What follows belongs to an exercise in optimizing a design on an open flow for small area, a short achievable clock period and few clock cycles per item; a production flow would make more cautious choices.
At most, simulation tests tie the RTL to the original design; equivalence was not proved.
The RTL of runs 5 and 6 was laid out without a check of its function.
Power is estimated from default activity; no workload was simulated.

<file path="design/flow/config.mk">
export PLATFORM = sky130hd
export DESIGN_NAME = sha256_byte_stream_hasher_top
export DESIGN_NICKNAME = sha256_byte_stream_hasher_top
export VERILOG_FILES = /design/flow/design.v
export SDC_FILE = /design/flow/constraint.sdc
export NUM_CORES = 4
export LEC_CHECK = 0
export CAP_MARGIN = 20
export CORE_MARGIN = 2
export CORE_UTILIZATION = 45
export CTS_CLUSTER_DIAMETER = 90
export CTS_CLUSTER_SIZE = 22
export SETUP_SLACK_MARGIN = 5
export SLEW_MARGIN = 20
export TNS_END_PERCENT = 0
</file>
<file path="design/flow/standard.sh">
#!/bin/bash
# synth_recipe.tcl (not shown) runs the flow's synth.tcl, then flattens the netlist and writes it again
# the make line also repeats each setting of config.mk as NAME=value (left out here)
make -C /OpenROAD-flow-scripts/flow DESIGN_CONFIG=/design/flow/config.mk WORK_HOME=/design/flow/orfs CLKGATE_MAP_FILE= SYNTH_SCRIPT=/design/flow/synth_recipe.tcl "${@:-finish}"
</file>
<file path="design/flow/flow/run.sh">
#!/bin/bash
set -euo pipefail
MARGIN=$(cat flow/margin.txt)
sed "s/SETUP_SLACK_MARGIN=[0-9.]*/SETUP_SLACK_MARGIN=${MARGIN}/" standard.sh > standard_margin.sh
bash standard_margin.sh > standard.log 2>&1
</file>
<file path="design/flow/design.v">
`timescale 1ns / 1ps
package sha256_pkg;
  typedef enum logic {
    OP_ABSORB = 1'b0,
    OP_FINISH = 1'b1
  } op_e;
  typedef struct packed {
    op_e        op;
    logic [7:0] data;
  } item_t;
  localparam logic [255:0] SHA_IV = {
    32'h5be0cd19, 32'h1f83d9ab, 32'h9b05688c, 32'h510e527f,
    32'ha54ff53a, 32'h3c6ef372, 32'hbb67ae85, 32'h6a09e667
  };
  localparam logic [7:0]  PAD_BYTE   = 8'h80;
endpackage
`timescale 1ns / 1ps
module sha256_front (
  input  logic       clk_i,
  input  logic       rst_ni,
  input  logic       s_axis_tvalid,
  output logic       s_axis_tready,
  input  logic [7:0] s_axis_tdata,    
  input  logic       s_axis_tuser,    
  output logic       q_valid_o,
  output sha256_pkg::item_t      q_item_o,
  input  logic       q_ready_i
);
  assign q_valid_o     = s_axis_tvalid;
  assign q_item_o.op   = s_axis_tuser ? sha256_pkg::OP_FINISH : sha256_pkg::OP_ABSORB;
  assign q_item_o.data = s_axis_tdata;
  assign s_axis_tready = q_ready_i;
endmodule
`timescale 1ns / 1ps
module sha256_core (
  input  logic              clk_i,
  input  logic              rst_ni,
  input  logic              blk_rdy_i,
  input  logic              blk_first_i,
  input  logic              blk_last_i,
  input  logic [15:0][31:0] blk_i,
  output logic              take_o,
  output logic              m_axis_tvalid,
  input  logic              m_axis_tready,
  output logic [31:0]       m_axis_tdata,
  output logic [2:0]        m_axis_tuser,
  output logic              m_axis_tlast
);
  function automatic logic [31:0] big0(input logic [31:0] x);
    big0 = {x[1:0], x[31:2]} ^ {x[12:0], x[31:13]} ^ {x[21:0], x[31:22]};
  endfunction
  function automatic logic [31:0] big1(input logic [31:0] x);
    big1 = {x[5:0], x[31:6]} ^ {x[10:0], x[31:11]} ^ {x[24:0], x[31:25]};
  endfunction
  function automatic logic [31:0] small0(input logic [31:0] x);
    small0 = {x[6:0], x[31:7]} ^ {x[17:0], x[31:18]} ^ {3'b000, x[31:3]};
  endfunction
  function automatic logic [31:0] small1(input logic [31:0] x);
    small1 = {x[16:0], x[31:17]} ^ {x[18:0], x[31:19]} ^ {10'b0, x[31:10]};
  endfunction
  function automatic logic [31:0] choose(input logic [31:0] e, input logic [31:0] f,
                                         input logic [31:0] g);
    choose = (e & f) ^ (~e & g);
  endfunction
  function automatic logic [31:0] major(input logic [31:0] a, input logic [31:0] b,
                                        input logic [31:0] c);
    major = (a & b) ^ (a & c) ^ (b & c);
  endfunction
  function automatic logic [31:0] round_k(input logic [5:0] t);
    unique case (t)
      6'd0: round_k = 32'h428a2f98;
      6'd1: round_k = 32'h71374491;
      6'd2: round_k = 32'hb5c0fbcf;
      6'd3: round_k = 32'he9b5dba5;
      6'd4: round_k = 32'h3956c25b;
      6'd5: round_k = 32'h59f111f1;
      6'd6: round_k = 32'h923f82a4;
      6'd7: round_k = 32'hab1c5ed5;
      6'd8: round_k = 32'hd807aa98;
      6'd9: round_k = 32'h12835b01;
      6'd10: round_k = 32'h243185be;
      6'd11: round_k = 32'h550c7dc3;
      6'd12: round_k = 32'h72be5d74;
      6'd13: round_k = 32'h80deb1fe;
      6'd14: round_k = 32'h9bdc06a7;
      6'd15: round_k = 32'hc19bf174;
      6'd16: round_k = 32'he49b69c1;
      6'd17: round_k = 32'hefbe4786;
      6'd18: round_k = 32'h0fc19dc6;
      6'd19: round_k = 32'h240ca1cc;
      6'd20: round_k = 32'h2de92c6f;
      6'd21: round_k = 32'h4a7484aa;
      6'd22: round_k = 32'h5cb0a9dc;
      6'd23: round_k = 32'h76f988da;
      6'd24: round_k = 32'h983e5152;
      6'd25: round_k = 32'ha831c66d;
      6'd26: round_k = 32'hb00327c8;
      6'd27: round_k = 32'hbf597fc7;
      6'd28: round_k = 32'hc6e00bf3;
      6'd29: round_k = 32'hd5a79147;
      6'd30: round_k = 32'h06ca6351;
      6'd31: round_k = 32'h14292967;
      6'd32: round_k = 32'h27b70a85;
      6'd33: round_k = 32'h2e1b2138;
      6'd34: round_k = 32'h4d2c6dfc;
      6'd35: round_k = 32'h53380d13;
      6'd36: round_k = 32'h650a7354;
      6'd37: round_k = 32'h766a0abb;
      6'd38: round_k = 32'h81c2c92e;
      6'd39: round_k = 32'h92722c85;
      6'd40: round_k = 32'ha2bfe8a1;
      6'd41: round_k = 32'ha81a664b;
      6'd42: round_k = 32'hc24b8b70;
      6'd43: round_k = 32'hc76c51a3;
      6'd44: round_k = 32'hd192e819;
      6'd45: round_k = 32'hd6990624;
      6'd46: round_k = 32'hf40e3585;
      6'd47: round_k = 32'h106aa070;
      6'd48: round_k = 32'h19a4c116;
      6'd49: round_k = 32'h1e376c08;
      6'd50: round_k = 32'h2748774c;
      6'd51: round_k = 32'h34b0bcb5;
      6'd52: round_k = 32'h391c0cb3;
      6'd53: round_k = 32'h4ed8aa4a;
      6'd54: round_k = 32'h5b9cca4f;
      6'd55: round_k = 32'h682e6ff3;
      6'd56: round_k = 32'h748f82ee;
      6'd57: round_k = 32'h78a5636f;
      6'd58: round_k = 32'h84c87814;
      6'd59: round_k = 32'h8cc70208;
      6'd60: round_k = 32'h90befffa;
      6'd61: round_k = 32'ha4506ceb;
      6'd62: round_k = 32'hbef9a3f7;
      6'd63: round_k = 32'hc67178f2;
    endcase
  endfunction
  function automatic logic [31:0] iv(input int i);
    iv = sha256_pkg::SHA_IV[32*i +: 32];
  endfunction
  logic [31:0] a1_q, a2_q, a3_q;
  logic [31:0] e0_q, e1_q, e2_q, e3_q;
  logic [31:0] t1_q, hkw_q, dhkw_q, kw_q;
  logic [15:0][31:0] w_q;
  logic [7:0][31:0]  chain_q;
  logic [5:0]  rnd_q, kidx_q, kidx_d;
  logic        run_q, fin_q, pre_q, pre_d;
  logic        hfirst_q, hlast_q;
  logic        obusy_q, ovalid_q, took_q, olast_q;
  logic [2:0]  oidx_q;
  logic        stall, take, ld_iv, last_rnd;
  logic [31:0] h0, h1, h2, h3, h4, h5, h6, h7;
  logic [31:0] s1, ch, esum, tsum, asum, sched;
  logic [31:0] sum1, sum2, sum3;
  logic [31:0] wsel, xh, hh, xd1, xd2;
  always_comb begin
    h0 = hfirst_q ? iv(0) : chain_q[0];
    h1 = hfirst_q ? iv(1) : chain_q[1];
    h2 = hfirst_q ? iv(2) : chain_q[2];
    h3 = hfirst_q ? iv(3) : chain_q[3];
    h4 = hfirst_q ? iv(4) : chain_q[4];
    h5 = hfirst_q ? iv(5) : chain_q[5];
    h6 = hfirst_q ? iv(6) : chain_q[6];
    h7 = hfirst_q ? iv(7) : chain_q[7];
  end
  assign stall    = fin_q & obusy_q;
  assign take     = blk_rdy_i & pre_q & ((fin_q & ~obusy_q) | (~run_q & ~fin_q));
  assign ld_iv    = take & blk_first_i;
  assign last_rnd = run_q & (rnd_q == 6'd63);
  assign take_o   = take;
  assign s1    = big1(e0_q);
  assign ch    = choose(e0_q, e1_q, e2_q);
  assign esum  = dhkw_q + s1 + ch;
  assign tsum  = hkw_q + s1 + ch;
  assign asum  = t1_q + big0(a1_q) + major(a1_q, a2_q, a3_q);
  assign sched = small1(w_q[14]) + w_q[9] + small0(w_q[1]) + w_q[0];
  assign sum1  = (last_rnd ? e0_q : a1_q) + (last_rnd ? h5 : h1);
  assign sum2  = (last_rnd ? e1_q : a2_q) + (last_rnd ? h6 : h2);
  assign sum3  = (last_rnd ? e2_q : a3_q) + (last_rnd ? h7 : h3);
  always_comb begin
    wsel = (run_q && rnd_q != 6'd63) ? w_q[2] : (kidx_q[0] ? blk_i[1] : blk_i[0]);
    if (run_q) begin
      xh  = e2_q;
      hh  = (rnd_q == 6'd62) ? h0 : 32'h0;
      xd1 = a2_q;
      xd2 = (rnd_q == 6'd62) ? h4 : 32'h0;
    end else begin
      xh  = blk_first_i ? iv(7) : e3_q;
      hh  = 32'h0;
      xd1 = blk_first_i ? iv(3) : a3_q;
      xd2 = (fin_q && !blk_first_i) ? h3 : 32'h0;
    end
  end
  always_comb begin
    pre_d = pre_q;
    if (last_rnd) pre_d = blk_rdy_i;
    else if (!run_q && !fin_q && blk_rdy_i) pre_d = 1'b1;
    if (take) pre_d = 1'b0;
    if (take) kidx_d = 6'd2;
    else if (run_q) begin
      if (rnd_q == 6'd63) kidx_d = 6'd1;
      else if (rnd_q == 6'd62) kidx_d = 6'd0;
      else kidx_d = kidx_q + 6'd1;
    end else if (fin_q) kidx_d = stall ? 6'd1 : 6'd0;
    else kidx_d = pre_d ? 6'd1 : 6'd0;
  end
  always_ff @(posedge clk_i or negedge rst_ni) begin
    if (!rst_ni) begin
      run_q    <= 1'b0;
      fin_q    <= 1'b0;
      pre_q    <= 1'b0;
      kidx_q   <= 6'd0;
      obusy_q  <= 1'b0;
      ovalid_q <= 1'b0;
      took_q   <= 1'b0;
    end else begin
      pre_q  <= pre_d;
      kidx_q <= kidx_d;
      if (take) begin
        run_q <= 1'b1;
      end else if (last_rnd) begin
        run_q <= 1'b0;
      end
      if (last_rnd) fin_q <= 1'b1;
      else if (fin_q && !stall) fin_q <= 1'b0;
      if (fin_q && !stall && hlast_q) begin
        obusy_q  <= 1'b1;
        ovalid_q <= 1'b1;
      end else begin
        if (ovalid_q && m_axis_tready) begin
          ovalid_q <= 1'b0;
          took_q   <= 1'b1;
        end
        if (took_q) begin
          took_q <= 1'b0;
          if (oidx_q == 3'd7) obusy_q <= 1'b0;
          else ovalid_q <= 1'b1;
        end
      end
    end
  end
  always_ff @(posedge clk_i) begin
    if (take) begin
      rnd_q    <= 6'd0;
      hfirst_q <= blk_first_i;
      hlast_q  <= blk_last_i;
    end else if (run_q) begin
      rnd_q <= rnd_q + 6'd1;
    end
    if (fin_q && !stall && hlast_q) begin
      oidx_q  <= 3'd0;
      olast_q <= 1'b0;
    end else if (took_q) begin
      oidx_q  <= oidx_q + 3'd1;
      olast_q <= (oidx_q == 3'd6);
    end
    if (!stall) kw_q <= round_k(kidx_q) + wsel;
    hkw_q  <= xh + kw_q + hh;
    dhkw_q <= xd1 + xd2 + xh + kw_q;
    for (int i = 0; i < 15; i++) w_q[i] <= take ? blk_i[i] : w_q[i+1];
    w_q[15] <= take ? blk_i[15] : sched;
    if (run_q) begin
      t1_q <= tsum;
      e0_q <= esum;
      if (rnd_q == 6'd63) begin
        e1_q <= sum1;
        e2_q <= sum2;
        e3_q <= sum3;
      end else begin
        e1_q <= e0_q;
        e2_q <= e1_q;
        e3_q <= e2_q;
      end
      a1_q <= (rnd_q == 6'd0) ? h0 : asum;
      a2_q <= a1_q;
      a3_q <= a2_q;
    end else if (ld_iv) begin
      a1_q <= iv(1);
      a2_q <= iv(2);
      a3_q <= iv(3);
      e0_q <= iv(4);
      e1_q <= iv(5);
      e2_q <= iv(6);
      e3_q <= iv(7);
    end else if (fin_q && !stall) begin
      a1_q <= sum1;
      a2_q <= sum2;
      a3_q <= sum3;
    end
    if (fin_q && !stall) begin
      chain_q[0] <= asum;
      chain_q[1] <= sum1;
      chain_q[2] <= sum2;
      chain_q[3] <= sum3;
      chain_q[4] <= e0_q;
      chain_q[5] <= e1_q;
      chain_q[6] <= e2_q;
      chain_q[7] <= e3_q;
    end else if (took_q) begin
      for (int i = 0; i < 7; i++) chain_q[i] <= chain_q[i+1];
    end
  end
  assign m_axis_tvalid = ovalid_q;
  assign m_axis_tdata  = chain_q[0];
  assign m_axis_tuser  = oidx_q;
  assign m_axis_tlast  = olast_q;
endmodule
`timescale 1ns / 1ps
module sha256_back (
  input  logic              clk_i,
  input  logic              rst_ni,
  input  logic              q_valid_i,
  input  sha256_pkg::item_t q_item_i,
  output logic              q_ready_o,
  input  logic              take_i,
  output logic              blk_rdy_o,
  output logic              blk_first_o,
  output logic              blk_last_o,
  output logic [15:0][31:0] blk_o
);
  logic [15:0][31:0] m_q;
  logic [23:0] acc_q;
  logic [1:0]  bcnt_q;
  logic [3:0]  wcnt_q;
  logic        mfull_q;
  logic        pad_q, p80_q, lenok_q;
  logic [5:0]  ffill_q;
  logic [54:0] blkcnt_q;
  logic        msgfirst_q, bfirst_q, blast_q;
  logic        is_fin, pop, push, blk_done, fin_blk;
  logic [31:0] pword, padword;
  logic [63:0] len;
  assign is_fin = (q_item_i.op == sha256_pkg::OP_FINISH);
  assign len    = {blkcnt_q, ffill_q, 3'b000};
  always_comb begin
    unique case (bcnt_q)
      2'd0: padword = {sha256_pkg::PAD_BYTE, 24'h0};
      2'd1: padword = {acc_q[7:0], sha256_pkg::PAD_BYTE, 16'h0};
      2'd2: padword = {acc_q[15:0], sha256_pkg::PAD_BYTE, 8'h0};
      default: padword = {acc_q[23:0], sha256_pkg::PAD_BYTE};
    endcase
  end
  always_comb begin
    q_ready_o = ~pad_q & ~((bcnt_q == 2'd3) & mfull_q);
    pop       = q_valid_i & q_ready_o;
    push      = 1'b0;
    pword     = {acc_q, q_item_i.data};
    if (pop && !is_fin && bcnt_q == 2'd3) push = 1'b1;
    if (pad_q && !mfull_q) begin
      push = 1'b1;
      if (!p80_q)                          pword = padword;
      else if (lenok_q && wcnt_q == 4'd14) pword = len[63:32];
      else if (lenok_q && wcnt_q == 4'd15) pword = len[31:0];
      else                                 pword = 32'h0;
    end
    blk_done = push & (wcnt_q == 4'd15);
    fin_blk  = pad_q & p80_q & lenok_q;
  end
  always_ff @(posedge clk_i or negedge rst_ni) begin
    if (!rst_ni) begin
      bcnt_q     <= 2'd0;
      wcnt_q     <= 4'd0;
      mfull_q    <= 1'b0;
      pad_q      <= 1'b0;
      p80_q      <= 1'b0;
      lenok_q    <= 1'b0;
      blkcnt_q   <= 55'd0;
      msgfirst_q <= 1'b1;
    end else begin
      if (push) wcnt_q <= wcnt_q + 4'd1;
      if (take_i) mfull_q <= 1'b0;
      if (blk_done) begin
        mfull_q    <= 1'b1;
        msgfirst_q <= fin_blk;
      end
      if (pop) begin
        if (is_fin) begin
          pad_q   <= 1'b1;
          p80_q   <= 1'b0;
          lenok_q <= 1'b0;
        end else begin
          bcnt_q <= bcnt_q + 2'd1;
          if (bcnt_q == 2'd3 && wcnt_q == 4'd15) blkcnt_q <= blkcnt_q + 55'd1;
        end
      end
      if (pad_q && push) begin
        if (!p80_q) begin
          p80_q  <= 1'b1;
          bcnt_q <= 2'd0;
          if (wcnt_q <= 4'd13) lenok_q <= 1'b1;
        end
        if (blk_done) begin
          if (fin_blk) begin
            pad_q    <= 1'b0;
            lenok_q  <= 1'b0;
            blkcnt_q <= 55'd0;
          end else begin
            lenok_q <= 1'b1;
          end
        end
      end
    end
  end
  always_ff @(posedge clk_i) begin
    if (push) begin
      for (int i = 0; i < 15; i++) m_q[i] <= m_q[i+1];
      m_q[15] <= pword;
    end
    if (pop && !is_fin) acc_q <= {acc_q[15:0], q_item_i.data};
    if (pop && is_fin) ffill_q <= {wcnt_q, bcnt_q};
    if (blk_done) begin
      bfirst_q <= msgfirst_q;
      blast_q  <= fin_blk;
    end
  end
  assign blk_rdy_o   = mfull_q;
  assign blk_first_o = bfirst_q;
  assign blk_last_o  = blast_q;
  assign blk_o       = m_q;
endmodule
`timescale 1ns / 1ps
module sha256_byte_stream_hasher_top (
  input  logic        clk_i,
  input  logic        rst_ni,
  input  logic        s_axis_tvalid,
  output logic        s_axis_tready,
  input  logic [7:0]  s_axis_tdata,    
  input  logic        s_axis_tuser,    
  output logic        m_axis_tvalid,
  input  logic        m_axis_tready,
  output logic [31:0] m_axis_tdata,    
  output logic [2:0]  m_axis_tuser,    
  output logic        m_axis_tlast     
);
  logic              q_valid;
  logic              q_ready;
  sha256_pkg::item_t q_item;
  logic              take;
  logic              blk_rdy, blk_first, blk_last;
  logic [15:0][31:0] blk;
  sha256_front u_front (
    .clk_i         (clk_i),
    .rst_ni        (rst_ni),
    .s_axis_tvalid (s_axis_tvalid),
    .s_axis_tready (s_axis_tready),
    .s_axis_tdata  (s_axis_tdata),
    .s_axis_tuser  (s_axis_tuser),
    .q_valid_o     (q_valid),
    .q_item_o      (q_item),
    .q_ready_i     (q_ready)
  );
  sha256_back u_back (
    .clk_i       (clk_i),
    .rst_ni      (rst_ni),
    .q_valid_i   (q_valid),
    .q_item_i    (q_item),
    .q_ready_o   (q_ready),
    .take_i      (take),
    .blk_rdy_o   (blk_rdy),
    .blk_first_o (blk_first),
    .blk_last_o  (blk_last),
    .blk_o       (blk)
  );
  sha256_core u_core (
    .clk_i         (clk_i),
    .rst_ni        (rst_ni),
    .blk_rdy_i     (blk_rdy),
    .blk_first_i   (blk_first),
    .blk_last_i    (blk_last),
    .blk_i         (blk),
    .take_o        (take),
    .m_axis_tvalid (m_axis_tvalid),
    .m_axis_tready (m_axis_tready),
    .m_axis_tdata  (m_axis_tdata),
    .m_axis_tuser  (m_axis_tuser),
    .m_axis_tlast  (m_axis_tlast)
  );
endmodule
</file>
<file path="design/flow/constraint.sdc">
create_clock -name core_clock -period 12.0 [get_ports {clk_i}]
set_input_delay 2.4000 -clock core_clock [delete_from_list [all_inputs] [get_ports {clk_i}]]
set_output_delay 2.4000 -clock core_clock [all_outputs]
set_load 0.01 [all_outputs]
</file>
<file path="design/flow/flow/margin.txt">
8.5
</file>
==> results of run 1 <==
[worst min path at each step]
stage               cells past startpoint            start         endpoint  slack [ns]
finish                                  2  u_core.w_q[241]  u_core.w_q[209]        0.40
global route                            2  u_core.w_q[506]  u_core.w_q[474]        0.42
CTS                                     2  u_core.w_q[196]  u_core.w_q[164]        0.40
detailed placement                      2  u_core.w_q[203]  u_core.w_q[171]        0.40
global placement                        2  u_core.w_q[191]  u_core.w_q[159]        0.40
floorplan                               2  u_core.w_q[132]  u_core.w_q[100]        0.40
[area by class of cell]
class                           count  area share
Sequential cell                  1754       0.462
Multi-Input combinational cell   6806       0.428
Tap cell                         2688      0.0335
Clock buffer                      153      0.0277
Timing Repair Buffer              232      0.0248
Inverter                          460      0.0177
Clock inverter                     35     0.00522
Antenna cell                        5    0.000125
Timing Repair inverter              1   0.0000872
[registers in the layout, summed over array words and instances (netlist names), 4 cells and up]
name / flops
u_back.acc_q: 24
u_back.m_q: 512
u_core.kw_q: 32
u_back.blkcnt_q: 55
u_core.kidx_q: 6
u_core.a3_q: 32
u_core.rnd_q: 6
u_core.a1_q: 32
u_core.t1_q: 32
u_core.dhkw_q: 32
u_back.ffill_q: 6
u_core.e1_q: 32
u_core.e3_q: 32
u_core.a2_q: 32
u_core.e2_q: 32
u_back.wcnt_q: 4
u_core.chain_q: 256
u_core.hkw_q: 32
u_core.e0_q: 32
u_core.w_q: 512
[cell families after synthesis]
kind of cell             after synthesis  synth area share
AND/OR/NAND/NOR                     3740             0.164
AO/OA/AOI/OAI                       1768             0.120
buffers and inverters                975            0.0410
adder cells (fa/ha/maj)              611             0.103
flip-flops                          1754             0.503
multiplexers                         104            0.0135
XOR/XNOR                             581            0.0551
[where the power goes]
part / internal [mW] / leakage (nW) / total (mW) / switching, mW
clock network: 1.76 / 1.59 / 3.96 / 2.20
registers: 6.44 / 16.3 / 6.52 / 0.0849
logic: 0.176 / 24.5 / 0.498 / 0.322
[cells in the mapped netlist, types with 33 or more instances]
master	count	share of area
o21bai_1	38	0.0031
a22oi_1	40	0.0033
xnor2_1	384	0.036
a31oi_1	51	0.0035
clkbuf_1	442	0.018
dfrtp_1	77	0.021
fa_1	256	0.056
nor3_1	74	0.0040
xor2_1	197	0.019
mux2i_1	57	0.0062
and3_1	47	0.0032
nand2_1	2783	0.11
a21o_1	162	0.013
a21oi_1	471	0.026
inv_1	459	0.019
a211oi_1	52	0.0042
or3_1	38	0.0026
ha_1	346	0.047
nand3_1	132	0.0072
a2bb2oi_1	33	0.0031
nand4_1	40	0.0027
o211ai_1	63	0.0051
edfxtp_1	1090	0.35
mux2_2	34	0.0041
buf_1	37	0.0015
o21ai_0	540	0.029
nor2b_1	45	0.0030
o21a_1	42	0.0034
nor2_1	450	0.018
nand2b_1	49	0.0033
dfxtp_1	586	0.13
[cells in the final DEF, fill, tap and decap left out, drive strengths merged, types with 38 or more instances in the layout]
cell / instances
clkbuf: 155
or3: 38
nor2: 451
xnor2: 384
buf: 171
inv: 475
a211oi: 56
a31oi: 52
a22oi: 40
nand4: 42
a21oi: 476
clkdlybuf4s50: 49
o211ai: 63
mux2i: 57
edfxtp: 1090
and3: 48
a21o: 162
o21bai: 38
xor2: 197
nor2b: 45
nand2b: 50
o21a: 42
nor3: 74
nand2: 2785
dfxtp: 586
fa: 256
dfrtp: 77
nand3: 132
ha: 346
o21ai: 556
[critical path, stage by stage, from the launching register on]
cell and delay [ns]:
dfrtp_4 0.47, buf_12 0.19, or2_4 0.24, buf_12 0.18, nor2_4 0.05, buf_6 0.16, a221o_1 0.32, fa_1 0.52
inv_1 0.05, fa_1 0.47, inv_1 0.07, ha_4 0.19, a2111oi_4 0.32, o21ai_2 0.14, a31o_2 0.28, nor2_4 0.12
o21ai_4 0.12, a311o_1 0.43, a311oi_2 0.24, buf_4 0.17, o21bai_1 0.08, a21oi_2 0.17, xnor2_1 0.12
[repair_timing]
item / 4_1_cts / 5_1_grt
gates cloned: 14 / 2
gates resized for setup: 140 / 81
buffers inserted: 60 / 11
pin swaps: 24 / 25
setup endpoints to repair: 1594 / 1741
[routing by layer]
| metal | wire length, µm | vias up | share of wire | global-route usage |
|---|---|---|---|---|
| li1 | - | 31900 | - | - |
| met1 | 129000 | 34100 | 0.41 | 0.395 |
| met2 | 141000 | 2974 | 0.45 | 0.457 |
| met3 | 23800 | 669 | 0.076 | 0.0419 |
| met4 | 19700 | 0 | 0.063 | 0.159 |
| met5 | 0 | - | 0 | 0 |
==> impl_results.md, run 1 <==
* Worst-path clk slew at roughly 0.090 ns
* Syn Area/Cell at 9.69 µm²
* Largest net degree at the start of global routing at between 150 and 200
* Max FO, Critical Path at 7
* Later-pin clock latency in the skew report at 0.80 ns
* Final instance area at approximately 100000 µm²
* Clock buffer count from CTS at about 100
* DR iter-0 viols at 7857
* Slew margin rel. at 0.197
* Wire per inst at 25.9 µm
* Setup Crit Path Kind: flip-flop to flip-flop
* CP endpoint kind: flip-flop
* Min Tclk post-route at 5.18 ns
* First-pass GRT wire length at between 400000 and 500000 µm
* Starting density of the core at 0.452
* Sequential share of the synthesized area at 0.503
* Max Cap Violations at 0
* Vias in the first global route at 65800
* # rows at ~170
* Final setup violation count at 0
* Syn Inst Count at between 9000 and 10000
* Post-Route Utilization at 0.491
* DRT Pass-1 Iters at 7
* Initial antenna violation count at 6
* Worst slew pin tran at around 1.2 ns
* RR Startpoint: u_core.run_q
* Vias at about 70000
* Critical path data arrival time at 5.90 ns
* Post-DR vias/cell at 5.74
* Buffers on Ports at 50
* Ys flop type: edfxtp_1
* Fin Setup TNS at 0 ns
* Final WS setup at 6.82 ns
* Post-DP Area at 95100 µm²
* Root Driver: clkbuf_16
* Post-synth cell types at 98
* Gpl congestion at 0.976
* Maximum vdd drop at ~0.11 mV
* Final nets at approximately 10000
* FF/Latch Area at about 46000 µm²
* Hold violation count in the final report at 0
* Slew Limit Fails at 0
* Power, Total at 11.0 mW
* Status: finished clean
* Placed Cells incl. Taps at between 10000 and 15000
* Worst hold slack at 0.399 ns
* Die Ht at 457 µm
* Die area at about 210000 µm²
* Critical path origin: u_core.run_q
* Final HPWL DP at roughly 220000 µm
* Top-level I/O count at 51
* All-Layer GR Usage at 0.293
* Clock Sinks at about 1800
* Startpoint types: flip-flop
* Area of the multi-input gates at ~43000 µm²
* Pre-CTS setup slack at 5.12 ns
* Max Buffers Root-to-Sink at 3
* Reg2Reg Depth at 22
* Worst min path class: flip-flop to flip-flop
* Drt drc at 0
* GRT overflow at 0
* Post-Synthesis Cell Area at just over 90000 µm²
* R2r endpoint: u_core.dhkw_q[28]
* Period Utilization, post-route at 0.432
* Yosys warns at 2
* Area delta synth->final at 8.74%
* PD cells at 109 nW/µm²
* Leakage at between 40 and 50 nW
* Internal reg-to-reg setup slack at 6.82 ns
* EDFF count, synth at around 1100
* CTS tree: done
* Post-synth ARST share at 0.0445
* H-Tree Depth at 3
* Fin cells at roughly 12000
* Routed WL at approximately 310000 µm
* Die width at 457 µm
* RSZ-0062 raised after global routing: yes
* Fmax achieved at 193 MHz
* Core area at 204000 µm²
* Req. time, crit path at ~13 ns
* Crit path to: u_core.dhkw_q[28]
* Mapped Nets at 10100
* Post-CTS Hold Buffers at 0
* Worst Skew at slightly above 0.05 ns
* Share of layout cells above drive strength 1 at 0.0607
* Fill cell count at between 15000 and 20000
* Number of synthesized register bits at ~1800
* Number of antenna-violating nets in the routed design at 0
Testbench counts, summed over its fixed seeds: cycles 72,292, bytes 62,794.
==> inputs of run 2 (changes only) <==
==> design/flow/flow/margin.txt (replaced) <==
9.5
--- a/design/flow/config.mk
+++ b/design/flow/config.mk
@@ -8,5 +8,5 @@
 export CAP_MARGIN = 20
 export CORE_MARGIN = 2
-export CORE_UTILIZATION = 45
+export CORE_UTILIZATION = 50
 export CTS_CLUSTER_DIAMETER = 90
 export CTS_CLUSTER_SIZE = 22
==> run 2 against run 1 <==
  * First-iteration DRC count decreased by 2.2%
  * Wire length increased by 1.5%
  * Register-to-register slack improved by 0.09 ns
  * Clock skew is 0.052 ns higher
  * Clock power up 3%
  * Non-clock buffer count is 36 higher
  * Fmax up 1.8%
  * Global-route usage increased by 4.1 points
  * Synthesized area unchanged
  * Critical path type unchanged
==> impl_results.md, run 2 <==
* Status: finished clean
* CP endpoint kind: flip-flop
* Mapped Nets at roughly 10000
* Slowest cell on crit path: edfxtp_1
* Number of synthesized register bits at about 1800
* RSZ-0062 raised after global routing: yes
* Largest net degree at the start of global routing at a little under 200
* Gpl congestion at ~1.0
* Worst Skew at ~0.10 ns
* Fin Setup TNS at 0 ns
* Max FO, Critical Path at 7
* Period Utilization, post-route at 0.424
* Slew Limit Fails at 0
* Worst stage delay on the critical path at approximately 0.98 ns
* Post-synth ARST share at 0.0445
* Initial antenna violation count at 7
* Starting density of the core at 0.504
* Critical path origin: u_core.e0_q[9]
* Final nets at 10000
* Final setup violation count at 0
* Largest regs: u_back.m_q: 512 flops, u_core.w_q: 512 flops, u_core.chain_q: 256 flops
* Fmax achieved at between 150 and 200 MHz
* Vias in the first global route at ~65000
* Count leader, synth: nand2_1
* Final instance area at ~100000 µm²
* DRT Pass-1 Iters at 11
* Critical path data arrival time at ~5.6 ns
* Routed WL at approximately 320000 µm
* CTS tree: done
* Share of layout cells above drive strength 1 at 0.0699
* Post-synth cell types at 98
* Worst min path class: flip-flop to flip-flop
* Ys flop type: edfxtp_1
* Slew margin rel. at 0.263
* PD cells at 110 nW/µm²
* Sequential share of the synthesized area at 0.503
* Root Driver: clkbuf_16
* Critical-path cell list: mux2_2, fa_1, ha_1, and3_1, nand3_1, nor2_1, nand3_1, a21boi_0, a21oi_1, o211a_1, o21bai_1, a21oi_1, xnor2_1
* Startpoint types: flip-flop
* Max Buffers Root-to-Sink at 3
* Most frequent cells in the layout: nand2_1, edfxtp_1, dfxtp_1, o21ai_0, a21oi_1
* All-Layer GR Usage at 0.334
* Post-DR vias/cell at about 6
* Req. time, crit path at about 13 ns
* Min Tclk post-route at around 5.1 ns
* Leading area contributor after synthesis: edfxtp_1
* Clock buffer count from CTS at approximately 110
* Drt drc at 0
* DR iter-0 viols at around 7700
* Syn Inst Count at roughly 9500
* # rows at roughly 160
* Hold violation count in the final report at 0
* EDFF count, synth at ~1100
* RR Startpoint: u_core.e0_q[9]
* Top post-synthesis cells by count: nand2_1, edfxtp_1, dfxtp_1
* Die width at ~430 µm
* Setup Crit Path Kind: flip-flop to flip-flop
* Yosys warns at 2
* Maximum vdd drop at 0.121 mV
* Later-pin clock latency in the skew report at 0.84 ns
* Post-DP Area at ~95000 µm²
* Top cell type's share of synthesized area at 0.355
* Number of antenna-violating nets in the routed design at 0
* First-pass GRT wire length at around 460000 µm
* Leakage at about 43 nW
* Largest cells by area after synthesis: edfxtp_1, dfxtp_1, nand2_1
* Worst slew pin tran at approximately 1.1 ns
* Post-Route Utilization at 0.550
* Max Cap Violations at 0
* Core area at roughly 180000 µm²
* Die area at roughly 190000 µm²
* Clock Sinks at about 1800
* Area delta synth->final at 9.14%
* H-Tree Depth at 3
* Wire per inst at approximately 27 µm
* Syn Area/Cell at about 9.7 µm²
* Top-level I/O count at just over 50
* Post-CTS Hold Buffers at 0
* Hold_sp: u_core.w_q[244]
* Post-Synthesis Cell Area at between 90000 and 100000 µm²
* GRT overflow at 0
* Most common cell after layout, fill and taps aside: nand2_1
* Power, Total at 11.1 mW
* Die Ht at roughly 430 µm
* Buffers on Ports at 50
* Worst-path clk slew at roughly 0.090 ns
* Vias at around 70000
* Final HPWL DP at roughly 230000 µm
## run 2: cell counts after synthesis
Identical to the previous run, type by type.
## run 2: routing by layer
| layer | share of wire | GRT usage | wire [µm] |
|---|---|---|---|
| met2 | 0.45 | 0.514 | 142000 |
| met4 | 0.065 | 0.179 | 20600 |
| met3 | 0.073 | 0.0474 | 23400 |
| met5 | 0.00016 | 0 | 52 |
| met1 | 0.42 | 0.459 | 133000 |
## run 2: cell families (layout without fill, tap and decap cells)
| group | count (synthesis) | after routing | synth area share |
|---|---|---|---|
| compound gates | 1768 | 1768 | 0.120 |
| xor+xnor | 581 | 581 | 0.0551 |
| fa+ha+maj | 611 | 611 | 0.103 |
| buf+inv | 975 | 924 | 0.0410 |
| flops | 1754 | 1754 | 0.503 |
| mux | 104 | 104 | 0.0135 |
| other cells | 0 | 3 | 0 |
| simple gates | 3740 | 3741 | 0.164 |
## run 2: stage by stage
stage	cells	hold slack, ns	setup WS, ns
finish	12000	0.413	6.91
CTS	11900	0.409	6.97
global route	11900	0.423	6.82
global placement	11600	0.401	5.44
floorplan	9533	0.399	6.69
detailed placement	11600	0.403	5.40
## run 2: worst max-delay path, delay by kind of cell, from the launching register on
kind | cells | cell delay [ns]
XOR/XNOR | 1 | 0.57
AO/OA/AOI/OAI | 5 | 1.37
multiplexers | 1 | 0.47
flip-flops | 1 | 0.98
AND/OR/NAND/NOR | 4 | 0.60
adder cells (fa/ha/maj) | 2 | 0.86
## run 2: cell type report
type / instances / area (µm²)
antenna: 3 / 7.51
clock buffer: 147 / 2810
clock inverter: 49 / 728
fill: 16400 / 82500
inverter: 460 / 1770
multi-input combinational: 6805 / 43200
sequential: 1754 / 46400
tap: 2464 / 3080
timing repair buffer: 268 / 2710
## run 2: worst paths after layout
check | cells past startpoint | slack [ns] | end
worst max-delay path | 13 | 6.91 | u_core.t1_q[28]
worst min-delay path | 2 | 0.41 | u_core.w_q[212]
worst max register to register | 13 | 6.91 | u_core.t1_q[28]
worst min register to register | 2 | 0.41 | u_core.w_q[212]
max in group asynchronous | 2 | 9.16 | u_core.kidx_q[3]
min in group asynchronous | 1 | 1.60 | u_back.blkcnt_q[45]
## run 2: report_power, final
group | switching (mW) | leakage, nW | total (mW) | internal [mW]
logic | 0.323 | 24.7 | 0.499 | 0.176
clock network | 2.28 | 1.68 | 4.08 | 1.80
registers | 0.0877 | 16.3 | 6.52 | 6.43
## run 2: repair_timing
| action | 4_1_cts | 5_1_grt |
|---|---|---|
| buffers inserted | 71 | 38 |
| cloned | 7 | 1 |
| setup endpoints to repair | 2181 | 2172 |
| resized for setup | 189 | 83 |
| pin swaps | 38 | 49 |
==> inputs of run 3 (changes only) <==
==> design/flow/flow/margin.txt (replaced) <==
8.5
==> run 3 against run 2 <==
  * Critical endpoint unchanged
  * Final cell count unchanged
  * Clock-buffer cell count unchanged
  * Still clean on timing, DRC and antenna
  * Register-to-register slack about the same
  * Critical path type unchanged
  * Sequential power about the same
  * Synthesized area unchanged
  * Setup slack unchanged
  * Synthesized cell count unchanged
==> impl_results.md, run 3 <==
* Clock buffer count from CTS at approximately 110
* CP endpoint kind: flip-flop
* Worst Skew at between 0.1 and 0.15 ns
* Global routing usage on met1 at 0.459
* Starting density of the core at 0.504
* GRT overflow at 0
* Yosys warns at 2
* Number of synthesized register bits at roughly 1800
* Hold violation count in the final report at 0
* Vias in the first global route at about 65000
* Share of layout cells above drive strength 1 at 0.0699
* Syn Inst Count at ~9500
* Gpl congestion at ~1.0
* Final nets at 10000
* Later-pin clock latency in the skew report at approximately 0.84 ns
* Core area at 183000 µm²
* RSZ-0062 raised after global routing: yes
* Req. time, crit path at ~13 ns
* Worst slew pin tran at approximately 1.1 ns
* PD cells at 110 nW/µm²
* Die width at around 430 µm
* Max Cap Violations at 0
* Final HPWL DP at about 230000 µm
* Syn Area/Cell at 9.69 µm²
* Top cell type's share of synthesized area at 0.355
* Buffers on Ports at 50
* Wire per inst at between 20 and 30 µm
* Top-level I/O count at 51
* Area of the multi-input gates at between 40000 and 50000 µm²
* Post-synth ARST share at 0.0445
* Post-Synthesis Cell Area at between 90000 and 100000 µm²
* Min Tclk post-route at roughly 5.1 ns
* Critical path data arrival time at ~5.6 ns
* DRT Pass-1 Iters at 11
* Slew Limit Fails at 0
* First-pass GRT wire length at approximately 460000 µm
* Final setup violation count at 0
* Post-synth cell types at between 90 and 100
* Die area at between 150000 and 200000 µm²
* Met2 Usage GRT at 0.514
* Largest regs: u_back.m_q: 512 flops, u_core.w_q: 512 flops, u_core.chain_q: 256 flops
* Period Utilization, post-route at 0.424
* Clock Sinks at 1754
* H-Tree Depth at 3
* DR iter-0 viols at about 7700
* Number of antenna-violating nets in the routed design at 0
* EDFF count, synth at 1090
* Mapped Nets at ~10000
* Status: finished clean
* Top post-synthesis cells by count: nand2_1, edfxtp_1, dfxtp_1
* CTS tree: done
* Worst min path class: flip-flop to flip-flop
* Max FO, Critical Path at 7
* All-Layer GR Usage at 0.334
* Ys flop type: edfxtp_1
* Drt drc at 0
* Maximum vdd drop at 0.121 mV
* Sequential share of the synthesized area at 0.503
* Largest net degree at the start of global routing at 198
* FF/Latch Area at roughly 46000 µm²
* Die Ht at about 430 µm
* Area delta synth->final at 9.14%
* Root Driver: clkbuf_16
* Initial antenna violation count at 7
* Post-Route Utilization at 0.550
* Most common cell after layout, fill and taps aside: nand2_1
* Leakage at approximately 43 nW
* Routed WL at ~320000 µm
* Setup Crit Path Kind: flip-flop to flip-flop
* Leading area contributor after synthesis: edfxtp_1
* GRT busiest layer: met2
* Power, Total at 11.1 mW
* Vias at approximately 70000
* # rows at ~160
* Post-DR vias/cell at between 5 and 6
* Most frequent cells in the layout: nand2_1, edfxtp_1, dfxtp_1, o21ai_0, a21oi_1
* Met3 usage at 0.0474
* Fill cell count at 16400
* Fmax achieved at 197 MHz
* Max Buffers Root-to-Sink at 3
* Fin Setup TNS at 0 ns
* Worst-path clk slew at roughly 0.09 ns
* Slew margin rel. at 0.263
* Count leader, synth: nand2_1
* Startpoint types: flip-flop
* Largest cells by area after synthesis: edfxtp_1, dfxtp_1, nand2_1
==> run 3: cell counts after synthesis <==
No cell type changed its count.
==> run 3: layout make-up <==
cell class,instances,area share
timing repair buffer,268,0.0269
tap,2464,0.0306
inverter,460,0.0176
clock buffer,147,0.0279
sequential,1754,0.461
clock inverter,49,0.00723
antenna,3,0.0000745
multi-input combinational,6805,0.429
==> run 3: worst max-delay path: stages, from the launching register on <==
cell and delay (ns):
edfxtp_1 0.98, mux2_2 0.47, fa_1 0.46, ha_1 0.40, and3_1 0.27, nand3_1 0.09, nor2_1 0.11, nand3_1 0.13
a21boi_0 0.47, a21oi_1 0.36, o211a_1 0.31, o21bai_1 0.14, a21oi_1 0.09, xnor2_1 0.57
==> run 3: final timing paths <==
path / startpoint / end / slack, ns / depth (start not counted)
worst min register to register: u_core.w_q[244] / u_core.w_q[212] / 0.41 / 2
worst min-delay path: u_core.w_q[244] / u_core.w_q[212] / 0.41 / 2
worst max register to register: u_core.e0_q[9] / u_core.t1_q[28] / 6.91 / 13
max in group asynchronous: rst_ni / u_core.kidx_q[3] / 9.16 / 2
min in group asynchronous: rst_ni / u_back.blkcnt_q[45] / 1.60 / 1
worst max-delay path: u_core.e0_q[9] / u_core.t1_q[28] / 6.91 / 13
==> run 3: cell families after synthesis <==
kind of cell	Yosys count	synth area share
simple gates	3740	0.164
fa+ha+maj	611	0.103
compound gates	1768	0.120
buf+inv	975	0.0410
mux	104	0.0135
flops	1754	0.503
xor+xnor	581	0.0551
==> run 3: layer usage <==
metal	part of all wire	up-vias
met3	0.073	662
met5	0.00016	-
li1	-	32000
met4	0.065	6
met1	0.42	34100
met2	0.45	3041
==> run 3: repair_timing <==
| item | in CTS | in global routing |
|---|---|---|
| cloned | 7 | 1 |
| pin swaps | 38 | 49 |
| setup buffers | 71 | 38 |
| hold buffers | 0 | 0 |
| setup endpoints to repair | 1630 | 1671 |
| gates resized for setup | 189 | 83 |
==> run 3: where the power goes <==
| group | switching [mW] | total, mW | internal, mW |
|---|---|---|---|
| clock network | 2.28 | 4.08 | 1.80 |
| logic | 0.323 | 0.499 | 0.176 |
| registers | 0.0877 | 6.52 | 6.43 |
| total | 2.69 | 11.1 | 8.41 |
==> run 3: per-stage QoR <==
stage	cell area [µm²]	instances	hold slack, ns	setup WS, ns
after detailed placement	94900	11600	0.403	5.40
after CTS	100000	11900	0.409	6.97
after global routing	101000	11900	0.423	6.82
after floorplan	92400	9533	0.399	6.69
after global placement	94900	11600	0.401	5.44
final	101000	12000	0.413	6.91
==> inputs of run 4 (changes only) <==
--- a/design/flow/config.mk
+++ b/design/flow/config.mk
@@ -9,4 +9,5 @@
 export CORE_MARGIN = 2
 export CORE_UTILIZATION = 50
+export CTS_BUF_LIST = sky130_fd_sc_hd__clkbuf_16 sky130_fd_sc_hd__clkbuf_8
 export CTS_CLUSTER_DIAMETER = 90
 export CTS_CLUSTER_SIZE = 22
==> run 4 against run 3 <==
  * Synthesized cell count did not move
  * Synthesized area did not move
  * Flip-flop and latch count did not move
  * Critical endpoint unchanged
  * Critical path depth did not move
  * Total power fell by 0.28%
  * Clock power barely moved
  * Clock skew fell by 0.0023 ns
  * Clock-buffer cell count fell by 41
  * Hold slack got worse by 0.0022 ns
  * Core utilization did not move
  * Setup slack got worse by 0.0016 ns
  * Still clean
  * Combinational power barely moved
==> impl_results.md, run 4 <==
* Worst slew pin tran at 1.11 ns
* Clock Sinks at 1754
* Post-synth cell types at just under 100
* R2r endpoint: u_core.t1_q[28]
* Top cell type's share of synthesized area at 0.355
* Wire per inst at roughly 27 µm
* Area delta synth->final at 9.14%
* Maximum vdd drop at roughly 0.12 mV
* CP endpoint kind: flip-flop
* Final nets at between 10000 and 15000
* Ys flop type: edfxtp_1
* Final setup violation count at 0
* H-Tree Depth at 3
* RSZ-0062 raised after global routing: yes
* Fin Setup TNS at 0 ns
* Yosys warns at 2
* Drt drc at 0
* Die Ht at 434 µm
* Top-level I/O count at a little over 50
* Largest net degree at the start of global routing at roughly 200
* GRT busiest layer: met2
* Syn Area/Cell at between 9 and 10 µm²
* Leakage at about 43 nW
* Slew margin rel. at 0.259
* Most frequent cells in the layout: nand2_1, edfxtp_1, dfxtp_1, o21ai_0, inv_1
* DRT Pass-1 Iters at 6
* Largest cells by area after synthesis: edfxtp_1, dfxtp_1, nand2_1
* Count leader, synth: nand2_1
* Worst-path clk slew at around 0.09 ns
* GRT overflow at 0
* Req. time, crit path at roughly 13 ns
* Initial antenna violation count at 7
* Power, Total at about 11 mW
* Met2 Usage GRT at 0.514
* Core area at 183000 µm²
* Gpl congestion at between 1 and 1.5
* Hold depth at 2
* CTS tree: done
* EDFF count, synth at between 1000 and 1500
* Top post-synthesis cells by count: nand2_1, edfxtp_1, dfxtp_1
* RR Startpoint: u_core.e0_q[9]
* Max Buffers Root-to-Sink at 3
* All-Layer GR Usage at 0.334
* Min Tclk post-route at between 5 and 6 ns
* Root Driver: clkbuf_16
* Leading area contributor after synthesis: edfxtp_1
* Vias in the first global route at about 65000
* Starting density of the core at 0.504
* Post-DR vias/cell at 5.85
* Number of antenna-violating nets in the routed design at 0
* Startpoint types: flip-flop
* Share of layout cells above drive strength 1 at 0.0699
* Die width at ~430 µm
* Setup Crit Path Kind: flip-flop to flip-flop
* Hold violation count in the final report at 0
* Status: finished clean
* Vias at roughly 70000
* Syn Inst Count at 9533
* Hold_sp: u_core.w_q[244]
* Most common cell after layout, fill and taps aside: nand2_1
* Number of synthesized register bits at 1754
* # rows at between 150 and 200
* Global routing usage on met1 at 0.459
* Slew Limit Fails at 0
* Post-Synthesis Cell Area at 92300 µm²
* First-pass GRT wire length at roughly 460000 µm
* Worst Hold Path EP: u_core.w_q[212]
* DR iter-0 viols at 7673
* Largest regs: u_back.m_q: 512 flops, u_core.w_q: 512 flops, u_core.chain_q: 256 flops
* Critical path data arrival time at about 5.6 ns
* Fmax achieved at slightly below 200 MHz
* Worst min path class: flip-flop to flip-flop
* Sequential share of the synthesized area at 0.503
* Buffers on Ports at 50
* Die area at 188000 µm²
* Reg2Reg Depth at 13
* Routed WL at roughly 320000 µm
* Final HPWL DP at about 230000 µm
* PD cells at between 100 and 150 nW/µm²
* Later-pin clock latency in the skew report at 0.84 ns
* Mapped Nets at ~10000
* Max FO, Critical Path at 7
* Period Utilization, post-route at 0.424
* Post-synth ARST share at 0.0445
* Worst hold slack at ~0.4 ns
* Max Cap Violations at 0
* Met3 usage at 0.0474
* Internal reg-to-reg setup slack at 6.91 ns
* Clock buffer count from CTS at about 110
* Worst Skew at between 0.1 and 0.15 ns
run 4: cell count changes in the layout (fill, tap and decap cells not counted), sizes merged:
cell,delta
clkbuf,-41
inv,+41
run 4: cell type report:
cell class / instances / area, µm²
Tap cell: 2464 / 3080
Antenna cell: 3 / 7.51
Clock inverter: 90 / 882
Sequential cell: 1754 / 46400
Multi-Input combinational cell: 6805 / 43200
Inverter: 460 / 1770
Fill cell: 16400 / 82500
Clock buffer: 106 / 2650
Timing Repair Buffer: 268 / 2710
run 4: kinds of logic after synthesis:
family	after synthesis	synth area share
adder cells (fa/ha/maj)	611	0.103
AND/OR/NAND/NOR	3740	0.164
flip-flops	1754	0.503
buffers and inverters	975	0.0410
AO/OA/AOI/OAI	1768	0.120
XOR/XNOR	581	0.0551
multiplexers	104	0.0135
run 4: metal layers:
metal  share of wire  vias up
met5         0.00013        -
met4           0.064        6
met3           0.074      656
met2            0.45     2978
met1            0.42    34200
li1                -    32000
run 4: stage by stage:
step	util	setup WS, ns	cells	cell area, µm²
3_3_place_gp	0.518	5.44	11600	94900
6_report	0.550	6.91	12000	101000
4_1_cts	0.546	6.97	11900	100000
2_1_floorplan	-	6.69	9533	92400
5_1_grt	0.550	6.82	11900	101000
3_5_place_dp	0.518	5.40	11600	94900
run 4: worst max-delay path by stage:
stage | from | to | slack [ns] | cells after the start
floorplan | s_axis_tvalid | u_back.wcnt_q[3] | 6.69 | 5
global placement | u_core.run_q | u_core.a1_q[23] | 5.44 | 19
detailed placement | u_core.run_q | u_core.dhkw_q[31] | 5.40 | 22
CTS | u_core.run_q | u_core.dhkw_q[28] | 6.97 | 24
global route | u_core.kidx_q[0] | u_core.kw_q[24] | 6.82 | 21
finish | u_core.e0_q[9] | u_core.t1_q[28] | 6.91 | 13
run 4: power by group:
| part | switching (mW) | internal [mW] |
|---|---|---|
| clock network | 2.28 | 1.77 |
| logic | 0.323 | 0.176 |
| registers | 0.0882 | 6.43 |
run 4: worst max-delay path, cell delays in order, from the launching register on:
cell,delay (ns)
edfxtp_1,0.96
mux2_2,0.47
fa_1,0.47
ha_1,0.40
and3_1,0.27
nand3_1,0.09
nor2_1,0.12
nand3_1,0.13
a21boi_0,0.46
a21oi_1,0.36
o211a_1,0.31
o21bai_1,0.14
a21oi_1,0.09
xnor2_1,0.58
run 4: repair_timing:
item | CTS | global route
gates resized for setup | 189 | 83
cloned | 7 | 1
endpoints found under the setup margin | 1630 | 1671
pin swaps | 38 | 49
setup buffers | 71 | 38
hold buffers | 0 | 0
==> inputs of run 5 (changes only) <==
--- a/design/flow/design.v
+++ b/design/flow/design.v
@@ -148,5 +148,5 @@
   logic        obusy_q, ovalid_q, took_q, olast_q;
   logic [2:0]  oidx_q;
-  logic        stall, take, ld_iv, last_rnd;
+  logic        stall, take, ld_iv, last_rnd, sa_q, r62_q, wsw_q;
   logic [31:0] h0, h1, h2, h3, h4, h5, h6, h7;
   logic [31:0] s1, ch, esum, tsum, asum, sched;
@@ -174,14 +174,14 @@
   assign asum  = t1_q + big0(a1_q) + major(a1_q, a2_q, a3_q);
   assign sched = small1(w_q[14]) + w_q[9] + small0(w_q[1]) + w_q[0];
-  assign sum1  = (last_rnd ? e0_q : a1_q) + (last_rnd ? h5 : h1);
-  assign sum2  = (last_rnd ? e1_q : a2_q) + (last_rnd ? h6 : h2);
-  assign sum3  = (last_rnd ? e2_q : a3_q) + (last_rnd ? h7 : h3);
+  assign sum1  = (sa_q ? e0_q : a1_q) + (sa_q ? h5 : h1);
+  assign sum2  = (sa_q ? e1_q : a2_q) + (sa_q ? h6 : h2);
+  assign sum3  = (sa_q ? e2_q : a3_q) + (sa_q ? h7 : h3);
   always_comb begin
-    wsel = (run_q && rnd_q != 6'd63) ? w_q[2] : (kidx_q[0] ? blk_i[1] : blk_i[0]);
+    wsel = wsw_q ? w_q[2] : (kidx_q[0] ? blk_i[1] : blk_i[0]);
     if (run_q) begin
       xh  = e2_q;
-      hh  = (rnd_q == 6'd62) ? h0 : 32'h0;
+      hh  = r62_q ? h0 : 32'h0;
       xd1 = a2_q;
-      xd2 = (rnd_q == 6'd62) ? h4 : 32'h0;
+      xd2 = r62_q ? h4 : 32'h0;
     end else begin
       xh  = blk_first_i ? iv(7) : e3_q;
@@ -213,4 +213,7 @@
       ovalid_q <= 1'b0;
       took_q   <= 1'b0;
+      sa_q     <= 1'b0;
+      r62_q    <= 1'b0;
+      wsw_q    <= 1'b0;
     end else begin
       pre_q  <= pre_d;
@@ -221,4 +224,7 @@
         run_q <= 1'b0;
       end
+      sa_q <= run_q & (rnd_q == 6'd62);
+      r62_q <= run_q & (rnd_q == 6'd61);
+      wsw_q <= take | (run_q & (rnd_q < 6'd62));
       if (last_rnd) fin_q <= 1'b1;
       else if (fin_q && !stall) fin_q <= 1'b0;
--- a/design/flow/config.mk
+++ b/design/flow/config.mk
@@ -9,7 +9,4 @@
 export CORE_MARGIN = 2
 export CORE_UTILIZATION = 50
-export CTS_BUF_LIST = sky130_fd_sc_hd__clkbuf_16 sky130_fd_sc_hd__clkbuf_8
-export CTS_CLUSTER_DIAMETER = 90
-export CTS_CLUSTER_SIZE = 22
 export SETUP_SLACK_MARGIN = 5
 export SLEW_MARGIN = 20
==> run 5 against run 4 <==
  * Setup slack lost 0.21 ns
  * Fmax is 3.9% lower
  * Die area decreased by 0.12%
  * First-iteration DRC count decreased by 9.5%
  * Final cell count fell by 0.64%
  * Combinational power is 0.8% higher
  * Sequential share of layout area is 0.89 points lower
  * Clock skew shrank 0.061 ns
  * Register-to-register slack worse by 0.21 ns
  * Synthesized cell count decreased by 2.5%
  * Hold slack worse by 0.0019 ns
  * Sequential power about the same
  * Critical path type unchanged
  * Critical endpoint is now u_core.a1_q[30]
==> impl_results.md, run 5 <==
* Later-pin clock latency in the skew report at roughly 0.86 ns
* Post-Synthesis Cell Area at 92200 µm²
* Fin cells at about 12000
* Fmax achieved at 189 MHz
* Max Buffers Root-to-Sink at 3
* Reg2Reg Depth at 15
* Root Driver: clkbuf_16
* Max Cap Violations at 0
* Count leader, synth: nand2_1
* Die width at approximately 430 µm
* Worst Skew at around 0.041 ns
* Setup Crit Path Kind: flip-flop to flip-flop
* Slew Limit Fails at 0
* Buffers on Ports at 50
* DRT Pass-1 Iters at 8
* CTS tree: done
* RSZ-0062 raised after global routing: yes
* Post-DR vias/cell at roughly 5.8
* Top-level I/O count at between 50 and 60
* # rows at about 160
* Req. time, crit path at between 10 and 15 ns
* Vias at around 70000
* Final HPWL DP at between 200000 and 250000 µm
* RR Startpoint: u_core.a1_q[15]
* Power, Total at roughly 13 mW
* Worst min path class: flip-flop to flip-flop
* Final nets at 9858
* Fill cell count at 16100
* Largest regs: u_back.m_q: 512 flops, u_core.w_q: 512 flops, u_core.chain_q: 256 flops
* Leading area contributor after synthesis: edfxtp_1
* Gpl congestion at about 1.0
* Top cell type's share of synthesized area at 0.355
* DR iter-0 viols at roughly 7000
* Largest net degree at the start of global routing at about 190
* Leakage at ~43 nW
* Yosys warns at 2
* Most common cell after layout, fill and taps aside: nand2_1
* Clock Sinks at about 1800
* Period Utilization, post-route at 0.441
* Post-synth cell types at 90
* Status: finished clean
* All-Layer GR Usage at 0.326
* R2r endpoint: u_core.a1_q[30]
* H-Tree Depth at 4
* Ys flop type: edfxtp_1
* Syn Area/Cell at slightly below 10 µm²
* Drt drc at 0
* Area delta synth->final at 11.6%
* Sequential share of the synthesized area at 0.504
* CP endpoint kind: flip-flop
* Slew margin rel. at 0.223
* Mapped Nets at between 9000 and 10000
* Die area at between 150000 and 200000 µm²
* Core area at around 180000 µm²
* Die Ht at 433 µm
* Starting density of the core at 0.504
* Worst-path clk slew at around 0.060 ns
* PD cells at 127 nW/µm²
* Post-synth ARST share at 0.0461
* Vias in the first global route at 66600
* Initial antenna violation count at 3
* Crit path to: u_core.a1_q[30]
* Max FO, Critical Path at 7
* Maximum vdd drop at 0.145 mV
* Critical path data arrival time at approximately 5.9 ns
* Routed WL at just over 300000 µm
* Startpoint types: flip-flop
* EDFF count, synth at 1090
* Wire per inst at 25.9 µm
* Critical path origin: u_core.a1_q[15]
* Top post-synthesis cells by count: nand2_1, edfxtp_1, dfxtp_1
* First-pass GRT wire length at 448000 µm
* Post-CTS Hold Buffers at 0
* Most frequent cells in the layout: nand2_1, edfxtp_1, dfxtp_1, inv_1, o21ai_0
* Largest cells by area after synthesis: edfxtp_1, dfxtp_1, nand2_1
* Min Tclk post-route at about 5.3 ns
* GRT overflow at 0
* Syn Inst Count at ~9300
* Clock buffer count from CTS at 190
* Share of layout cells above drive strength 1 at 0.0796
* Internal reg-to-reg setup slack at approximately 6.7 ns
* Final setup violation count at 0
* Post-Route Utilization at 0.562
* Number of synthesized register bits at approximately 1800
* Hold violation count in the final report at 0
* Worst slew pin tran at 1.17 ns
* Number of antenna-violating nets in the routed design at 0
* Placed Cells incl. Taps at between 10000 and 15000
==> run 5: where the power goes <==
group / internal, mW / total [mW] / switching (mW)
clock: 3.42 / 6.00 / 2.58
combinational: 0.176 / 0.503 / 0.327
sequential: 6.45 / 6.54 / 0.0836
total: 10.1 / 13.0 / 2.99
==> run 5: kinds of logic after synthesis <==
group | after synthesis | share of synthesized area
and+or+nand+nor | 3336 | 0.149
DFF | 1757 | 0.504
AOI/OAI and AO/OA | 1747 | 0.118
buffers and inverters | 1058 | 0.0444
adders and majority gates | 604 | 0.103
xor gates and xnor gates | 569 | 0.0540
muxes | 227 | 0.0276
==> run 5: timing repair <==
item,4_1_cts,5_1_grt
resized for setup,105,77
setup buffers,37,26
cloned,8,0
endpoints found under the setup margin,1825,1917
pin swaps,20,29
==> run 5: worst min-delay path by stage <==
stage,from,to,slack (ns),cells after the start
2_1_floorplan,u_core.w_q[132],u_core.w_q[100],0.40,2
3_3_place_gp,u_core.w_q[510],u_core.w_q[478],0.40,2
3_5_place_dp,u_core.w_q[408],u_core.w_q[376],0.40,2
4_1_cts,u_core.w_q[112],u_core.w_q[80],0.40,2
5_1_grt,u_core.w_q[247],u_core.w_q[215],0.42,2
6_report,u_core.w_q[112],u_core.w_q[80],0.41,2
==> run 5: worst max-delay path: stages, from the launching register on <==
cell and delay (ns):
edfxtp_1 0.57, xor2_1 0.24, xnor2_1 0.55, fa_1 0.57, inv_1 0.08, ha_1 0.23
a211o_1 0.26, o211ai_1 0.18, a211oi_1 0.24, o21ai_0 0.69, a31oi_2 0.37, a21o_1 0.25
a21oi_1 0.17, xor2_1 0.29, o21ai_0 0.15, a22o_1 0.20
==> run 5: cell type report <==
type	count	area (µm²)	share of cell area
inverters	577	2200	0.0214
diodes	1	2.50	0.0000243
well taps	2464	3080	0.0300
repair buffers	235	2370	0.0231
clock inverters	95	1130	0.0110
flip-flops and latches	1757	46500	0.452
clock buffers	262	5260	0.0511
multi-input cells	6483	42300	0.411
==> run 5: stage by stage <==
| step | hold slack [ns] | setup slack (ns) | setup TNS (ns) | area, µm² |
|---|---|---|---|---|
| floorplan | 0.399 | -0.401 | -14.76 | 92200 |
| global placement | 0.400 | 4.55 | 0 | 94900 |
| detailed placement | 0.403 | 4.58 | 0 | 94900 |
| CTS | 0.402 | 6.70 | 0 | 102000 |
| global route | 0.421 | 6.58 | 0 | 103000 |
| finish | 0.409 | 6.71 | 0 | 103000 |
==> run 5: per-layer routing <==
metal	wire [µm]	global-route usage	vias up
li1	-	-	31600
met1	124000	0.425	33400
met2	143000	0.523	2839
met3	24100	0.0579	610
met4	16700	0.163	2
met5	12	0	-
==> inputs of run 6 (changes only) <==
--- a/design/flow/config.mk
+++ b/design/flow/config.mk
@@ -9,4 +9,6 @@
 export CORE_MARGIN = 2
 export CORE_UTILIZATION = 50
+export CTS_CLUSTER_DIAMETER = 90
+export CTS_CLUSTER_SIZE = 22
 export SETUP_SLACK_MARGIN = 5
 export SLEW_MARGIN = 20
==> run 6 against run 5 <==
  * Still clean on timing, DRC and antenna
  * Fmax is 1.1% higher
  * Total power shrank 16%
  * Die area did not move
  * Global-route usage shrank 0.34 points
  * Core utilization down 1.7 points
  * Final cell count shrank 1.4%
  * Register-to-register slack gained 0.06 ns
  * Critical path depth shrank 1
  * Critical path type unchanged
  * Largest cell class unchanged
==> impl_results.md, run 6 <==
* Worst Skew at roughly 0.065 ns
* Post-synth ARST share at 0.0461
* Req. time, crit path at between 10 and 15 ns
* Final instance area at 99700 µm²
* Core area at roughly 180000 µm²
* Top-level I/O count at a little over 50
* Worst min path class: flip-flop to flip-flop
* EDFF count, synth at between 1000 and 1500
* # rows at 157
* Clock Sinks at 1757
* Hold depth at 2
* Mapped Nets at 9912
* Slew Limit Fails at 0
* Area delta synth->final at 8.14%
* Max Buffers Root-to-Sink at 3
* Most frequent cells in the layout: nand2_1, edfxtp_1, dfxtp_1, inv_1, o21ai_0
* Status: finished clean
* Share of layout cells above drive strength 1 at 0.0650
* CP dominant cell by count: xnor2_1
* Wire per inst at 26.1 µm
* Clock buffer count from CTS at between 100 and 150
* Worst hold slack at about 0.42 ns
* Max Cap Violations at 0
* Final HPWL DP at about 220000 µm
* Buffers on Ports at 50
* Post-DR vias/cell at ~5.8
* Maximum vdd drop at roughly 0.13 mV
* Largest cells by area after synthesis: edfxtp_1, dfxtp_1, nand2_1
* Crit-path leading delay family: compound AO/OA/AOI/OAI gates
* CTS tree: done
* Top post-synthesis cells by count: nand2_1, edfxtp_1, dfxtp_1
* Startpoint types: flip-flop
* R2r endpoint: u_core.t1_q[29]
* Critical path data arrival time at a little under 6 ns
* Starting density of the core at 0.504
* Slowest cell on crit path: edfxtp_1
* Placed Cells incl. Taps at ~11000
* Number of synthesized register bits at 1757
* Syn Area/Cell at a little under 10 µm²
* Initial antenna violation count at 3
* All-Layer GR Usage at 0.322
* Worst slew pin tran at 1.16 ns
* Vias in the first global route at 65200
* Largest regs: u_back.m_q: 512 flops, u_core.w_q: 512 flops, u_core.chain_q: 256 flops
* Post-synth cell types at 90
* Leakage at between 40 and 50 nW
* Routed WL at approximately 300000 µm
* Hold_sp: u_core.w_q[158]
* Setup Crit Path Kind: flip-flop to flip-flop
* Max FO, Critical Path at 7
* Internal reg-to-reg setup slack at 6.76 ns
* Period Utilization, post-route at 0.436
* Reg2Reg Depth at 14
* Critical path depth at 14
* Fmax achieved at between 150 and 200 MHz
* RSZ-0062 raised after global routing: yes
* DRT Pass-1 Iters at 6
* Largest net degree at the start of global routing at approximately 190
* Die Ht at about 430 µm
* Leading area contributor after synthesis: edfxtp_1
* Post-Synthesis Cell Area at between 90000 and 100000 µm²
* Fin cells at around 12000
* Final nets at between 9000 and 10000
* RR Startpoint: u_core.e0_q[13]
* Syn Inst Count at 9298
* Final setup violation count at 0
* Post-DP Area at between 90000 and 100000 µm²
* Die width at approximately 430 µm
* Most common cell after layout, fill and taps aside: nand2_1
* Number of antenna-violating nets in the routed design at 0
* Hold violation count in the final report at 0
* Final WS setup at around 6.8 ns
* GRT overflow at 0
* Root Driver: clkbuf_16
* Ys flop type: edfxtp_1
* Count leader, synth: nand2_1
* Worst-path clk slew at ~0.1 ns
* Worst Hold Path EP: u_core.w_q[126]
* Pre-CTS setup slack at 4.58 ns
* Worst stage delay on the critical path at 0.67 ns
* First-pass GRT wire length at 444000 µm
* DR iter-0 viols at between 7000 and 8000
* Die area at around 190000 µm²
* Gpl congestion at 1.03
* Later-pin clock latency in the skew report at 0.81 ns
* Min Tclk post-route at 5.24 ns
* H-Tree Depth at 3
* Power, Total at between 10 and 15 mW
* Yosys warns at 2
* PD cells at 110 nW/µm²
* Critical path buffer and inverter count at 0
* Drt drc at 0
* Critical-path cell list: xnor2_1, xnor2_1, fa_1, ha_1, nand2_1, nor2_1, nand3_1, a2111oi_1, nand3b_1, o41ai_4, o2111ai_1, a21o_1, a21oi_1, xnor2_1
* Vias at 67700
* CP endpoint kind: flip-flop
* Top cell type's share of synthesized area at 0.355
* Sequential share of the synthesized area at 0.504
* Slew margin rel. at 0.225
[run 6: cell counts after synthesis]
Identical to the previous run, type by type.
[run 6: layout make-up]
type | instances | area [µm²]
multi-input cells | 6483 | 42200
inverters | 577 | 2200
fillers | 16400 | 83400
flip-flops and latches | 1757 | 46500
clock inverters | 38 | 568
well taps | 2464 | 3080
diodes | 2 | 5.00
clock buffers | 148 | 2740
repair buffers | 234 | 2380
[run 6: worst min-delay path, delay by kind of cell (launching register included)]
kind             cells  cell delay [ns]
DFF                  1             0.31
and+or+nand+nor      2             0.08
[run 6: repair_timing]
item | CTS | global route
setup endpoints to repair | 1863 | 1921
buffers inserted | 35 | 27
hold buffers | 0 | 0
resized for setup | 94 | 73
pin swaps | 19 | 26
gates cloned | 8 | 0
[run 6: where the power goes]
part / leakage (nW) / switching, mW / total [mW] / internal (mW)
Clock: 1.58 / 2.20 / 3.95 / 1.75
Sequential: 16.3 / 0.0839 / 6.53 / 6.44
Combinational: 24.1 / 0.327 / 0.503 / 0.176
[run 6: worst max-delay path by stage]
stage	start	endpoint	slack, ns
final	u_core.e0_q[13]	u_core.t1_q[29]	6.76
after global routing	u_back.bfirst_q	u_core.dhkw_q[29]	6.70
after CTS	u_back.bfirst_q	u_core.dhkw_q[29]	6.66
after detailed placement	u_core.run_q	u_core.dhkw_q[29]	4.58
after global placement	u_core.run_q	u_core.dhkw_q[29]	4.55
after floorplan	s_axis_tuser	u_back.blkcnt_q[21]	-0.40
[run 6: metal layers]
metal | up-vias | track usage | routed length, µm
li1 | 31300 | - | -
met1 | 33100 | 0.427 | 124000
met2 | 2723 | 0.525 | 143000
met3 | 504 | 0.0479 | 22900
met4 | 4 | 0.143 | 15300
met5 | - | 0 | 33
[run 6: logic make-up after synthesis]
kind of cell | Yosys count | share of synthesized area
simple gates | 3336 | 0.149
flops | 1757 | 0.504
compound gates | 1747 | 0.118
buf+inv | 1058 | 0.0444
fa+ha+maj | 604 | 0.103
xor+xnor | 569 | 0.0540
mux | 227 | 0.0276
[run 6: per-stage QoR]
stage / util / setup TNS [ns]
CTS: 0.542 / 0
detailed placement: 0.518 / 0
floorplan: - / -14.76
global placement: 0.518 / 0
global route: 0.545 / 0
finish: 0.545 / 0

separate check: timing with driven ports:
The results above use ideal ports. As a check the final layouts listed here were re-extracted and re-timed, cells and wires unchanged. Step 1 sets driving cells, clkbuf_16 on the clock port and buf_2 on the other inputs (assumed; they add their load-dependent delay and slew). Step 2 moves the port delays by t, midway between the first and last clock arrival at a register: inputs arrive t later, outputs are due t later. That takes back most of the time a late clock gives input paths. Three values: no drivers, after step 1, after step 2; two values: the first two.
run | shift t [ns] | setup WS [ns] | pins driven straight from the clock port
run 1 | 0.869 | 6.820 / 6.820 / 6.578 | 1
run 2 | 0.877 | 6.912 / 6.912 / 6.645 | 1
run 3 | 0.877 | 6.912 / 6.912 / 6.645 | 1
run 4 | 0.881 | 6.910 / 6.910 / 6.624 | 1
run 5 | 0.930 | 6.705 / 6.705 / 6.059 | 1
run 6 | 0.869 | 6.762 / 6.762 / 6.044 | 1
After both steps setup and hold are still met in every run listed. For run 6, which loses most, drivers alone change the setup slack by 0.000 ns; drivers and shift together by -0.718 ns.
